From an optimization exercise on the open Yosys and OpenROAD flow, aimed at small area; shortcuts taken in it are not production practice.
In this exercise RTL edits were held to simulation tests only and were not proved equivalent to the original.
Power and IR drop assume default switching activity.

// tracking_engine
module tracking_engine #(
	parameter int NUM_LANES = 4
) (
	input  logic          clk,
	input  logic          rst_b,
	input  logic          i_start,
	output logic          o_te_running,
	output logic          o_te_ready,
	output logic          o_te_over,
	input  logic          i_fifo_ready,
	input  logic          i_fifo_last_data,
	input  logic          i_fifo_data_valid,
	input  te_core_pkg::te_sample_t    i_fifo_data,
	output logic          o_fifo_read,
	output logic          o_fifo_rewind,
	output logic          o_fifo_skip,
	input  logic          i_reg_cs,
	input  logic          i_rd,
	input  logic          i_wr,
	input  te_regmap_pkg::te_reg_addr_t  i_addr,
	input  te_regmap_pkg::te_word_t      i_wdata,
	output te_regmap_pkg::te_word_t      o_reg_rdata
);
Size: ~2200 cells after synthesis, about 25000 um2 of cells after synthesis.
==> flow/config.mk <==
export PLATFORM = sky130hd
export DESIGN_NAME = tracking_engine
export DESIGN_NICKNAME = tracking_engine
export VERILOG_FILES = /design/flow/design.v
export SDC_FILE = /design/flow/constraint.sdc
export NUM_CORES = 4
export LEC_CHECK = 0
export CAP_MARGIN = 20
export CORE_MARGIN = 2
export CORE_UTILIZATION = 65
export SLEW_MARGIN = 20
==> flow/constraint.sdc <==
create_clock -name core_clock -period 10.0 [get_ports {clk}]
set_input_delay 2.0000 -clock core_clock [delete_from_list [all_inputs] [get_ports {clk}]]
set_output_delay 2.0000 -clock core_clock [all_outputs]
set_load 0.01 [all_outputs]
standard.sh (not shown) runs the stock make flow with config.mk's settings and CLKGATE_MAP_FILE= SYNTH_SCRIPT=/design/flow/synth_recipe.tcl, a recipe that flattens the netlist after the stock synthesis.
==> flow/flow/run.sh <==
#!/bin/bash
# Layout flow: the standard ORFS flow (standard.sh) with three changes.
#  1. After the standard synthesis, the combinational cells are mapped again
#     for area by ABC (flow/remap.ys with each flow/remap_*.abc script).
#     Every register cell, with its name and type, and the full-adder cells are
#     kept as synthesis made them. flow/equiv.ys proves each new netlist
#     equivalent to the standard one (registers cut into ports by flow/cut.py); the smallest proven one is used (the
#     standard netlist if none is proven).
#  2. Clock tree: no dummy loads, sink clusters driven by clkbuf_8.
#  3. Port buffers: buf_1 cells.
# Each tool's full output goes to a log file here (synth.log, remap_*.log,
# equiv_*.log, layout.log) and to ORFS's own logs under orfs/logs.
set -euo pipefail
HERE=$(pwd)
RES=$HERE/orfs/results/sky130hd/tracking_engine/base
LIB=/OpenROAD-flow-scripts/flow/platforms/sky130hd/lib/sky130_fd_sc_hd__tt_025C_1v80.lib
export CTS_ARGS="-sink_clustering_enable -repair_clock_nets -dont_use_dummy_load -buf_list sky130_fd_sc_hd__clkbuf_8 -sink_clustering_size 16 -sink_clustering_max_diameter 50"
export BUFFER_PORTS_ARGS="-buffer_cell sky130_fd_sc_hd__buf_1"

bash standard.sh synth > synth.log 2>&1
cp $RES/1_2_yosys.v $HERE/standard_synth.v
python3 flow/cut.py $HERE/standard_synth.v $HERE/standard_cut.v

DONT_USE=$(make -s -C $FLOW_HOME DESIGN_CONFIG=$HERE/config.mk WORK_HOME=$HERE/orfs print-DONT_USE_CELLS 2>/dev/null | sed -n 's/^DONT_USE_CELLS: //p')
DU=""; for c in $DONT_USE; do DU="$DU -dont_use $c"; done
best=""; best_area=""
for s in flow/remap_*.abc; do
  n=$(basename $s .abc)
  sed -e "s|@IN@|$HERE/standard_synth.v|; s|@OUT@|$HERE/$n.v|; s|@SCRIPT@|$HERE/$s|; s|@DONTUSE@|$DU|; s|remap_stat.txt|${n}_stat.txt|" flow/remap.ys > ${n}_run.ys
  sed -e "s|@GOLD@|$HERE/standard_cut.v|; s|@GATE@|$HERE/${n}_cut.v|" flow/equiv.ys > equiv_${n}.ys
  if yosys -s ${n}_run.ys > $n.log 2>&1 && python3 flow/cut.py $HERE/$n.v $HERE/${n}_cut.v \
     && yosys -s equiv_${n}.ys > equiv_${n}.log 2>&1; then
    a=$(sed -n "s/.*Chip area for module .*: \([0-9.]*\)/\1/p" ${n}_stat.txt | head -1)
    echo "$n proven, area $a" >> netlist_choice.txt
    if [[ -z "$best" ]] || awk "BEGIN{exit !($a < $best_area)}"; then best=$n; best_area=$a; fi
  else
    echo "$n failed or not proven" >> netlist_choice.txt
  fi
done
if [[ -n "$best" ]]; then
  echo "using $best" >> netlist_choice.txt
  cp $HERE/$best.v $RES/1_2_yosys.v
else
  echo "using the standard netlist" >> netlist_choice.txt
fi
touch $RES/1_2_yosys.v
bash standard.sh "$@" > layout.log 2>&1
==> flow/flow/remap.ys <==
# Map the combinational logic of the standard synthesis again, for area.
# Register cells (and the full-adder and tie cells) are black boxes here, so they
# keep their names, types and connections.
read_liberty -ignore_miss_func /OpenROAD-flow-scripts/flow/platforms/sky130hd/lib/sky130_fd_sc_hd__tt_025C_1v80.lib
read_verilog @IN@
hierarchy -check -top tracking_engine
blackbox sky130_fd_sc_hd__df* sky130_fd_sc_hd__edf* sky130_fd_sc_hd__fa_* sky130_fd_sc_hd__conb_*
flatten
opt_clean -purge
abc -liberty /OpenROAD-flow-scripts/flow/platforms/sky130hd/lib/sky130_fd_sc_hd__tt_025C_1v80.lib @DONTUSE@ -script @SCRIPT@
opt_clean -purge
setundef -zero
hilomap -singleton -hicell sky130_fd_sc_hd__conb_1 HI -locell sky130_fd_sc_hd__conb_1 LO
splitnets
opt_clean -purge
rename -enumerate -pattern rm_%
insbuf -buf sky130_fd_sc_hd__buf_4 A X
rename -enumerate -pattern rb_%
tee -o remap_stat.txt stat -liberty /OpenROAD-flow-scripts/flow/platforms/sky130hd/lib/sky130_fd_sc_hd__tt_025C_1v80.lib
write_verilog -noattr -nohex -nodec @OUT@
Other scripts of this flow, unchanged in this note and not shown: flow/flow/cut.py, flow/flow/equiv.ys, flow/flow/remap_a.abc, flow/flow/remap_e.abc, flow/flow/remap_k.abc
Change:
CORE_UTILIZATION = 72   (was 65)
- The new run finished with timing, DRC and antenna clean
- global-route usage increases by 4.1 points
- sequential power stays flat
- non-clock buffer count decreases by 6
- design area decreases slightly
- area after synthesis does not change
Change:
--- a/flow/flow/run.sh
+++ b/flow/flow/run.sh
@@ -3,5 +3,5 @@
 #  1. After the standard synthesis, the combinational cells are mapped again
 #     for area by ABC (flow/remap.ys with each flow/remap_*.abc script).
-#     Every register cell, with its name and type, and the full-adder cells are
+#     Every register cell, with its name and type, and the adder cells are
 #     kept as synthesis made them. flow/equiv.ys proves each new netlist
 #     equivalent to the standard one (registers cut into ports by flow/cut.py); the smallest proven one is used (the
--- a/flow/flow/remap.ys
+++ b/flow/flow/remap.ys
@@ -1,9 +1,9 @@
 # Map the combinational logic of the standard synthesis again, for area.
-# Register cells (and the full-adder and tie cells) are black boxes here, so they
+# Register cells (and the adder and tie cells) are black boxes here, so they
 # keep their names, types and connections.
 read_liberty -ignore_miss_func /OpenROAD-flow-scripts/flow/platforms/sky130hd/lib/sky130_fd_sc_hd__tt_025C_1v80.lib
 read_verilog @IN@
 hierarchy -check -top tracking_engine
-blackbox sky130_fd_sc_hd__df* sky130_fd_sc_hd__edf* sky130_fd_sc_hd__fa_* sky130_fd_sc_hd__conb_*
+blackbox sky130_fd_sc_hd__df* sky130_fd_sc_hd__edf* sky130_fd_sc_hd__fa_* sky130_fd_sc_hd__ha_* sky130_fd_sc_hd__conb_*
 flatten
 opt_clean -purge
The new run completed without violations; final cell count grows by 1.4%; clock skew grows by 0.065 ns; count of clock-buffer cells in the layout stays the same.
Change:
CORE_UTILIZATION = 65   (was 72)
What happened: The changed run ran to the end with no violations. Via count came out lower by 2.7%. Setup slack got worse by 0.058 ns. Die area came out higher by 11%. Count of clock-buffer cells in the layout came out higher by 2. Wire length came out lower by 2.3%. Global-route usage came out lower by 5.8 points.
Change:
--- a/flow/flow/run.sh
+++ b/flow/flow/run.sh
@@ -8,5 +8,5 @@
 #     standard netlist if none is proven).
 #  2. Clock tree: no dummy loads, sink clusters driven by clkbuf_8.
-#  3. Port buffers: buf_1 cells.
+#  3. Port buffers: buf_2 cells.
 # Each tool's full output goes to a log file here (synth.log, remap_*.log,
 # equiv_*.log, layout.log) and to ORFS's own logs under orfs/logs.
@@ -16,5 +16,5 @@
 LIB=/OpenROAD-flow-scripts/flow/platforms/sky130hd/lib/sky130_fd_sc_hd__tt_025C_1v80.lib
 export CTS_ARGS="-sink_clustering_enable -repair_clock_nets -dont_use_dummy_load -buf_list sky130_fd_sc_hd__clkbuf_8 -sink_clustering_size 16 -sink_clustering_max_diameter 50"
-export BUFFER_PORTS_ARGS="-buffer_cell sky130_fd_sc_hd__buf_1"
+export BUFFER_PORTS_ARGS="-buffer_cell sky130_fd_sc_hd__buf_2"
 
 bash standard.sh synth > synth.log 2>&1
- The new run finished with timing, DRC and antenna clean
- power barely changes
- count of clock-buffer cells in the layout is lower by 1
- via count is about the same
- synthesized cell count does not change
- wire length went up by 1.7%
- global-route usage came out higher by 0.23 points

* * *

Another version of the RTL of tracking_engine (not shown whole).
Size: roughly 2600 cells after synthesis, ~550 flip-flops, roughly 28000 µm² of cells after synthesis.
==> flow/config.mk <==
export PLATFORM = sky130hd
export DESIGN_NAME = tracking_engine
export DESIGN_NICKNAME = tracking_engine
export VERILOG_FILES = /design/flow/design.v
export SDC_FILE = /design/flow/constraint.sdc
export NUM_CORES = 4
export LEC_CHECK = 0
export CAP_MARGIN = 0
export CORE_MARGIN = 2
export CORE_UTILIZATION = 65
export SLEW_MARGIN = 0
==> flow/constraint.sdc <==
create_clock -name core_clock -period 10.0 [get_ports {clk}]
set_input_delay 2.0000 -clock core_clock [delete_from_list [all_inputs] [get_ports {clk}]]
set_output_delay 2.0000 -clock core_clock [all_outputs]
set_load 0.01 [all_outputs]
run.sh (not shown) runs the stock make flow with config.mk's settings and CLKGATE_MAP_FILE= SYNTH_SCRIPT=/design/flow/synth_recipe.tcl, a recipe that flattens the netlist after the stock synthesis.
Stock flow here: none of the scripts above is used.
The baseline ran to the end with no violations.
Edit:
==> flow/flow/run.sh (new file) <==
#!/bin/bash
# Layout flow: the standard ORFS flow (standard.sh, unchanged synthesis,
# floorplan, power grid, placement and routing), with two changes:
#  - clock tree: no dummy loads, larger sink clusters driven by clkbuf_16
#  - port buffers: buf_2 cells instead of the default choice
# Each tool's full output stays in ORFS's own logs (orfs/logs/...); the make
# output goes to flow.log here.
set -euo pipefail
export CTS_ARGS="-sink_clustering_enable -repair_clock_nets -dont_use_dummy_load -buf_list sky130_fd_sc_hd__clkbuf_16 -sink_clustering_size 25 -sink_clustering_max_diameter 80"
export BUFFER_PORTS_ARGS="-buffer_cell sky130_fd_sc_hd__buf_2"
bash standard.sh > flow.log 2>&1
==> flow/standard.sh (new file) <==
#!/bin/bash
# synth_recipe.tcl (not shown) runs the flow's synth.tcl, then flattens the netlist and writes it again
# the make line also repeats each setting of config.mk as NAME=value (left out here)
make -C /OpenROAD-flow-scripts/flow DESIGN_CONFIG=/design/flow/config.mk WORK_HOME=/design/flow/orfs CLKGATE_MAP_FILE= SYNTH_SCRIPT=/design/flow/synth_recipe.tcl "${@:-finish}"
removed: flow/run.sh
What happened:
- The new run went through all stages and came out clean
- total power decreases by 12%
- cell area went down by 4.6%
- maximum frequency climbs by 5.2%

-- re-timing with driven ports --
No port has a modelled driver above. Below, the same layouts with a new extraction and two added sets of constraints. Step 1 (the two cells are an assumption about what drives the block):
set clk [get_ports {clk}]
set_driving_cell -lib_cell sky130_fd_sc_hd__clkbuf_16 $clk
set_driving_cell -lib_cell sky130_fd_sc_hd__buf_2 [delete_from_list [all_inputs] $clk]
Step 2 adds t to the input delays and takes it off the output delays; t is the mean of the earliest and latest rising clock arrival at the registers after step 1. Input paths then give back, and output paths get back, about the clock's delay inside the block. Three values: ideal, step 1, step 2; two values: the first two.
run | t, ns | slack for setup (ns) | worst setup path after step 2 | worst data-port slew with drivers (ns)
the first run of note 1 | 0.703 | 2.643 / 2.643 / 2.643 | register to register | 0.09
the second run of note 1 | 0.708 | 2.690 / 2.690 / 2.690 | register to register | 0.10
the third run of note 1 | 0.721 | 1.950 / 1.950 / 1.950 | register to register | 0.05
the fourth run of note 1 | 0.716 | 1.892 / 1.892 / 1.892 | register to register | 0.05
the fifth run of note 1 | 0.711 | 1.969 / 1.969 / 1.969 | register to register | 0.05
the first run of note 2 | 0.677 | 1.684 / 1.622 / 2.173 | input to output | 0.11
the second run of note 2 | 0.659 | 2.093 / 2.093 / 2.093 | register to register | 0.10
After both steps every run listed still meets setup and hold.
